From an optimization exercise on the open Yosys and OpenROAD flow, aimed at small area, a short achievable clock period and few clock cycles per item; shortcuts taken in it are not production practice.
Only simulation tests tie the RTL to the original design; equivalence was not proved.

## run 1
// anubis_round_engine
module anubis_round_engine #(
    parameter int ROUNDS = 12,
    parameter int IDXW   = 5
) (
    input  logic            clk,
    input  logic            reset,
    input  logic            in_valid,
    output logic            in_ready,
    input  logic [127:0]    in_dat,
    output logic [IDXW-1:0] rk_idx,
    input  logic [127:0]    rk_dat,
    output logic            out_valid,
    input  logic            out_ready,
    output logic [127:0]    out_dat
);
For scale: roughly 400 I/O pins, roughly 25000 um^2 of cells after synthesis.
Settings: LEC_CHECK=0, CAP_MARGIN=20, CORE_MARGIN=2, CORE_UTILIZATION=50, CTS_BUF_LIST=sky130_fd_sc_hd__clkbuf_16 sky130_fd_sc_hd__clkbuf_8, CTS_CLUSTER_DIAMETER=80, CTS_CLUSTER_SIZE=30, PLACE_DENSITY=0.6, SETUP_SLACK_MARGIN=4.2, SLEW_MARGIN=20; clock period 7.0 ns.
standard.sh (not shown) runs the stock make flow with config.mk's settings and CLKGATE_MAP_FILE= SYNTH_SCRIPT=/design/flow/synth_recipe.tcl, a recipe that flattens the netlist after the stock synthesis.
==> flow/flow/run.sh <==
#!/bin/bash
# Layout flow:
#  2. the same ORFS synthesis script again, with each module synthesized on its
#     own (the S-box mini-boxes P and Q are small modules) and ABC run with the
#     script in flow/own.abc instead of ORFS's speed script, and no full-adder
#     extraction; its registers must come out identical (names and cell types)
#     to the standard synthesis, else the standard netlist is used;
#  3. the standard layout from floorplan on, with small input-port buffers
#     and buf_2 output-port buffers.
# Each tool's output goes to a log file of its own in this folder.
set -euo pipefail
WORK=$(pwd)
R=$WORK/orfs/results/$FLOW_PLATFORM/anubis_round_engine/base
bash standard.sh synth > synth_std.log 2>&1
cp "$R/1_2_yosys.v" "$WORK/std_synth.v"

# own synthesis
rm -rf "$WORK/own_scripts" "$WORK/own"
cp -r "$FLOW_HOME/scripts" "$WORK/own_scripts"
cp "$WORK/flow/own.abc" "$WORK/own_scripts/abc_speed.script"
make -C "$FLOW_HOME" DESIGN_CONFIG="$WORK/config.mk" WORK_HOME="$WORK/own" \
    CLKGATE_MAP_FILE= SYNTH_SCRIPT="$WORK/synth_recipe.tcl" SCRIPTS_DIR="$WORK/own_scripts" \
    SYNTH_HIERARCHICAL=1 SYNTH_MINIMUM_KEEP_SIZE=0 ADDER_MAP_FILE= synth > synth_own.log 2>&1 || true
OWN=$WORK/own/results/$FLOW_PLATFORM/anubis_round_engine/base/1_2_yosys.v

flops() {
    grep -E '^ *sky130_fd_sc_hd__[a-z0-9_]*(df|dl)[a-z0-9_]* ' "$1" | awk '{print $1, $2}' | sort
}
if [[ -s "$OWN" ]] && flops "$WORK/std_synth.v" > flops_std.txt && flops "$OWN" > flops_own.txt \
    && [[ -s flops_std.txt ]] && cmp -s flops_std.txt flops_own.txt; then
    echo "using own synthesis" > synth_choice.log
    cp "$OWN" "$R/1_2_yosys.v"
    rm -f "$R/1_synth.odb" "$R/1_synth.sdc"
else
    echo "registers differ or own synthesis failed: using the standard synthesis" > synth_choice.log
fi

export PRE_RESIZE_TCL=$WORK/flow/outbuf.tcl
export SKIP_CTS_REPAIR_TIMING=1
export CTS_ARGS="-sink_clustering_enable -repair_clock_nets -sink_clustering_size 40 -sink_clustering_max_diameter 100 -buf_list {sky130_fd_sc_hd__clkbuf_16} -dont_use_dummy_load"
bash standard.sh BUFFER_PORTS_ARGS="-inputs -buffer_cell sky130_fd_sc_hd__buf_1" finish > layout.log 2>&1
==> flow/flow/outbuf.tcl <==
# Buffer the output ports with a stronger buffer than the input ports get.
buffer_ports -outputs -buffer_cell sky130_fd_sc_hd__buf_2
==> flow/flow/own.abc <==
strash; &get -n; &deepsyn -T 10; &put; strash; &get -n; &dch -f; &nf; &put; topo; stime
Testbench counts of run 1, summed over its fixed seeds: cycles 6,680, items 512.
diff inputs: run 1 => run 2
- a change of SETUP_SLACK_MARGIN from 4.2 to 4.0
--- a/flow/flow/run.sh
+++ b/flow/flow/run.sh
@@ -37,5 +37,3 @@
 
 export PRE_RESIZE_TCL=$WORK/flow/outbuf.tcl
-export SKIP_CTS_REPAIR_TIMING=1
-export CTS_ARGS="-sink_clustering_enable -repair_clock_nets -sink_clustering_size 40 -sink_clustering_max_diameter 100 -buf_list {sky130_fd_sc_hd__clkbuf_16} -dont_use_dummy_load"
 bash standard.sh BUFFER_PORTS_ARGS="-inputs -buffer_cell sky130_fd_sc_hd__buf_1" finish > layout.log 2>&1
### Flow results
Run 2 ended with every stage complete and zero timing, DRC or antenna violations.
Run 2: all-layer global routing usage higher than run 1
Sort run 1 and run 2 by growth of design area from synthesis to finish, descending, and run 2 comes first.
Measured against run 1, the met3 routed wirelength of run 2 comes out at 0.71 times the reference value.
Inverter count of the layout excluding clock inverters: run 2 vs run 1 down 1
For run 2, the beginning of the critical path was rb[108], unlike run 1, where it was ra[75].
Routed wire length: run 2 < run 1
Re final period demand of the worst path: run 2 is 0.15 ns up on run 1.
Delta (run 2 minus run 1): routed via count divided by cell count decreased about 0.7%, worst relative slew slack climbed 1.0 points.
> inputs changed (run 2 -> run 3)
- swapping 4.0 for 4.1 in SETUP_SLACK_MARGIN
### Flow results
Run comparison: run 3 capturing instance or port of the critical path ra[92]; run 2 capturing instance or port of the critical path ra[123]. Taking run 2 as the reference point, the core utilization of run 3 rises by 0.18 points. The data required time of the critical path on run 3 is in line with that on run 2. Run 3 — global-route usage 0.37 points higher, run 2 as reference. Against run 2, the final cell area of run 3 is higher. | data-path buffer share of cell area in the final layout | run 3 vs run 2 | 0.24 points higher |. Run 3 against run 2: time the worst path needs with I/O delays and setup now sits lower; fraction of layout cells with a size suffix above 1 now sits higher. Clock skew after layout on run 3 is ahead of run 2. Run 3 ends up with a setup slack that is 0.081 ns higher than in run 2.
#### Input delta (run 4 over run 3)
- SETUP_SLACK_MARGIN changed from 4.1 to 4.25
--- a/flow/flow/run.sh
+++ b/flow/flow/run.sh
@@ -37,3 +37,4 @@
 
 export PRE_RESIZE_TCL=$WORK/flow/outbuf.tcl
+export CTS_ARGS="-sink_clustering_enable -repair_clock_nets -sink_clustering_size 40 -sink_clustering_max_diameter 100 -buf_list {sky130_fd_sc_hd__clkbuf_16} -dont_use_dummy_load"
 bash standard.sh BUFFER_PORTS_ARGS="-inputs -buffer_cell sky130_fd_sc_hd__buf_1" finish > layout.log 2>&1
### Flow results
Between run 3 and run 4, the difference in wire length the detailed router placed on met1 is negligible.
Run 3 and run 4 ended up with nearly the same cell count.
What run 5 does differently from run 4 at the input level:
- swapping 4.25 for 4.3 in SETUP_SLACK_MARGIN
[summary]
| clock tree skew after final layout | run 5 vs run 4 | worse |
Wire length reported by the detailed router ends up lower on run 4.
Run 5 vs run 4 — hold slack dropped 0.0045 ns.
Area: run 5 vs run 4 -> run 5 larger
On global-route usage over all layers: run 5 sits above run 4.


anubis_round_engine, a different RTL version from the one above (not shown whole).
Size: roughly 3500 cells after synthesis, roughly 270 flip-flops, ~400 I/O pins, roughly 32000 sq um of cells after synthesis.
export LEC_CHECK = 0
export ABC_CLOCK_PERIOD_IN_PS = 2400
export CAP_MARGIN = 20
export CORE_MARGIN = 2
export CORE_UTILIZATION = 40
export PLACE_DENSITY = 0.55
export SETUP_SLACK_MARGIN = 4.6
export SLEW_MARGIN = 20
create_clock -name core_clock -period 7.0 [get_ports {clk}]
run.sh (not shown) runs the stock make flow with config.mk's settings and CLKGATE_MAP_FILE= SYNTH_SCRIPT=/design/flow/synth_recipe.tcl, a recipe that flattens the netlist after the stock synthesis.
Stock flow here: none of the scripts above is used.
Testbench counts at the start, summed over its fixed seeds: cycles 6,680, items 512.
Then changed:
==> flow/flow/run.sh (new file) <==
#!/bin/bash
# Standard synthesis, then the combinational logic re-mapped by ABC for area
# (flip-flops untouched), then the standard layout from floorplan on, with
# small input-port buffers and stronger output-port buffers.
set -euo pipefail
WORK=$(pwd)
R=$WORK/orfs/results/$FLOW_PLATFORM/anubis_round_engine/base
YOSYS=$(command -v yosys || echo "$FLOW_HOME/../tools/install/yosys/bin/yosys")
bash standard.sh synth > synth_std.log 2>&1
cp "$R/1_2_yosys.v" "$WORK/std_synth.v"
PLATFORM_LIB=$FLOW_HOME/platforms/sky130hd/lib/sky130_fd_sc_hd__tt_025C_1v80.lib \
NET_IN=$WORK/std_synth.v NET_OUT=$WORK/remap.v ABC_ARGS="-D 2000" \
    "$YOSYS" -c flow/remap.tcl > remap.log 2>&1
cp "$WORK/remap.v" "$R/1_2_yosys.v"
rm -f "$R/1_synth.odb" "$R/1_synth.sdc"
export PRE_GLOBAL_PLACE_TCL=$WORK/flow/outbuf.tcl
bash standard.sh BUFFER_PORTS_ARGS="-inputs -buffer_cell sky130_fd_sc_hd__buf_1" finish > layout.log 2>&1
==> flow/flow/outbuf.tcl (new file) <==
# Buffer the output ports with a stronger buffer than the input ports get.
buffer_ports -outputs -buffer_cell sky130_fd_sc_hd__buf_4
==> flow/flow/remap.tcl (new file) <==
# Re-map the combinational logic of the standard synthesis netlist for area.
# Flip-flops stay the instances (names and cell types) the standard synthesis made.
yosys -import
set LIB $::env(PLATFORM_LIB)
read_liberty -ignore_miss_func -ignore_miss_dir $LIB
read_verilog $::env(NET_IN)
hierarchy -top $::env(FLOW_TOP)
blackbox sky130_fd_sc_hd__df* sky130_fd_sc_hd__edf* sky130_fd_sc_hd__sdf* sky130_fd_sc_hd__dl* sky130_fd_sc_hd__sedf* sky130_fd_sc_hd__conb_1
flatten
opt -purge
abc {*}$::env(ABC_ARGS) -liberty $LIB -dont_use sky130_fd_sc_hd__probe_p_8 -dont_use sky130_fd_sc_hd__probec_p_8 -dont_use sky130_fd_sc_hd__lpflow_*
opt_clean -purge
hilomap -singleton -hicell sky130_fd_sc_hd__conb_1 HI -locell sky130_fd_sc_hd__conb_1 LO
splitnets
opt_clean -purge
stat -liberty $LIB

write_verilog -noattr -nohex -nodec $::env(NET_OUT)
==> flow/standard.sh (new file) <==
#!/bin/bash
# synth_recipe.tcl (not shown) runs the flow's synth.tcl, then flattens the netlist and writes it again
# the make line also repeats each setting of config.mk as NAME=value (left out here)
make -C /OpenROAD-flow-scripts/flow DESIGN_CONFIG=/design/flow/config.mk WORK_HOME=/design/flow/orfs CLKGATE_MAP_FILE= SYNTH_SCRIPT=/design/flow/synth_recipe.tcl "${@:-finish}"
--- a/flow/config.mk
+++ b/flow/config.mk
@@ -8 +7,0 @@
-export ABC_CLOCK_PERIOD_IN_PS = 2400
@@ -11,3 +10,6 @@
-export CORE_UTILIZATION = 40
-export PLACE_DENSITY = 0.55
-export SETUP_SLACK_MARGIN = 4.6
+export CORE_UTILIZATION = 50
+export CTS_BUF_LIST = sky130_fd_sc_hd__clkbuf_16 sky130_fd_sc_hd__clkbuf_8
+export CTS_CLUSTER_DIAMETER = 80
+export CTS_CLUSTER_SIZE = 30
+export PLACE_DENSITY = 0.6
+export SETUP_SLACK_MARGIN = 4.25
removed: flow/run.sh
Result: The changed run completed without violations. Clock skew stays flat. Via count is lower by about a fifth. Non-clock buffer count decreases by 877.
Then changed:
--- a/flow/flow/run.sh
+++ b/flow/flow/run.sh
@@ -16 +16 @@
-export PRE_GLOBAL_PLACE_TCL=$WORK/flow/outbuf.tcl
+export PRE_RESIZE_TCL=$WORK/flow/outbuf.tcl
==> flow/flow/outbuf.tcl (replaced) <==
# Buffer the output ports with a stronger buffer than the input ports get.
buffer_ports -outputs -buffer_cell sky130_fd_sc_hd__buf_2
--- a/flow/config.mk
+++ b/flow/config.mk
@@ -15 +15 @@
-export SETUP_SLACK_MARGIN = 4.25
+export SETUP_SLACK_MARGIN = 4.3
The new run completed without violations.
Non-clock buffer count rises by 261.
Worst hold slack is worse by 0.030 ns.
Clock-buffer cell count stays the same.
Wire length climbs by 2.0%.
Sequential share of layout area shrinks by 1.3 points.
Then changed:
==> flow/run.sh (new file) <==
#!/bin/bash
# synth_recipe.tcl (not shown) runs the flow's synth.tcl, then flattens the netlist and writes it again
# the make line also repeats each setting of config.mk as NAME=value (left out here)
make -C /OpenROAD-flow-scripts/flow DESIGN_CONFIG=/design/flow/config.mk WORK_HOME=/design/flow/orfs CLKGATE_MAP_FILE= SYNTH_SCRIPT=/design/flow/synth_recipe.tcl finish
--- a/flow/config.mk
+++ b/flow/config.mk
@@ -11,3 +10,0 @@
-export CTS_BUF_LIST = sky130_fd_sc_hd__clkbuf_16 sky130_fd_sc_hd__clkbuf_8
-export CTS_CLUSTER_DIAMETER = 80
-export CTS_CLUSTER_SIZE = 30
@@ -15 +11,0 @@
-export SETUP_SLACK_MARGIN = 4.3
removed: flow/flow/run.sh
removed: flow/flow/outbuf.tcl
removed: flow/flow/remap.tcl
removed: flow/standard.sh
After rerunning: The new run completed without violations. Flip-flop and latch count stays the same. Cell area grows by about a fifth. Global-route usage falls by 2.4 points. Sequential share of layout area came out lower by 3.7 points. Count of clock-buffer cells in the layout climbs by 18. Wire length is higher by roughly a tenth. Via count is higher by a few percent. Worst hold slack improved by 0.0045 ns. Non-clock buffer count drops by 244.

==> re-timing with driven ports <==
The results above use ideal ports. As a check the final layouts listed here were re-extracted and re-timed, cells and wires unchanged.
Step 1 sets driving cells, clkbuf_16 on the clock port and buf_2 on the other inputs (assumed; they add their load-dependent delay and slew).
Step 2 times the ports against the registers' clock, not the clock port: input delays grow and output delays shrink by t, the midpoint of the rising clock arrivals with the driver on.
a / b / c = ideal / step 1 / step 2; a / b = the first two.
run	t (ns)	setup WS [ns]	hold WS [ns]	latest minus earliest clock arrival (ns)
run 1	0.577	4.255 / 4.194 / 3.757	0.472 / 0.472 / 0.472	0.066 / 0.065
run 2	0.637	4.105 / 4.105 / 3.603	0.472 / 0.472 / 0.472	0.041 / 0.041
run 3	0.633	4.186 / 4.145 / 3.727	0.464 / 0.464 / 0.464	0.023 / 0.023
run 4	0.589	4.281 / 4.221 / 3.954	0.472 / 0.472 / 0.472	0.034 / 0.034
run 5	0.583	4.334 / 4.276 / 4.082	0.468 / 0.468 / 0.468	0.052 / 0.052
the first run of note 2	0.623	3.923 / 3.923 / 3.923	0.468 / 0.468 / 0.468	0.020 / 0.021
the second run of note 2	0.627	4.224 / 4.224 / 3.900	0.494 / 0.494 / 0.494	0.022 / 0.023
the third run of note 2	0.635	4.225 / 4.167 / 4.057	0.464 / 0.464 / 0.464	0.027 / 0.026
the fourth run of note 2	0.607	3.171 / 3.171 / 2.871	0.468 / 0.468 / 0.468	0.025 / 0.025
After both steps every run listed still meets setup and hold. For run 2, which loses most, drivers alone change the setup slack by 0.000 ns; drivers and shift together by -0.502 ns.
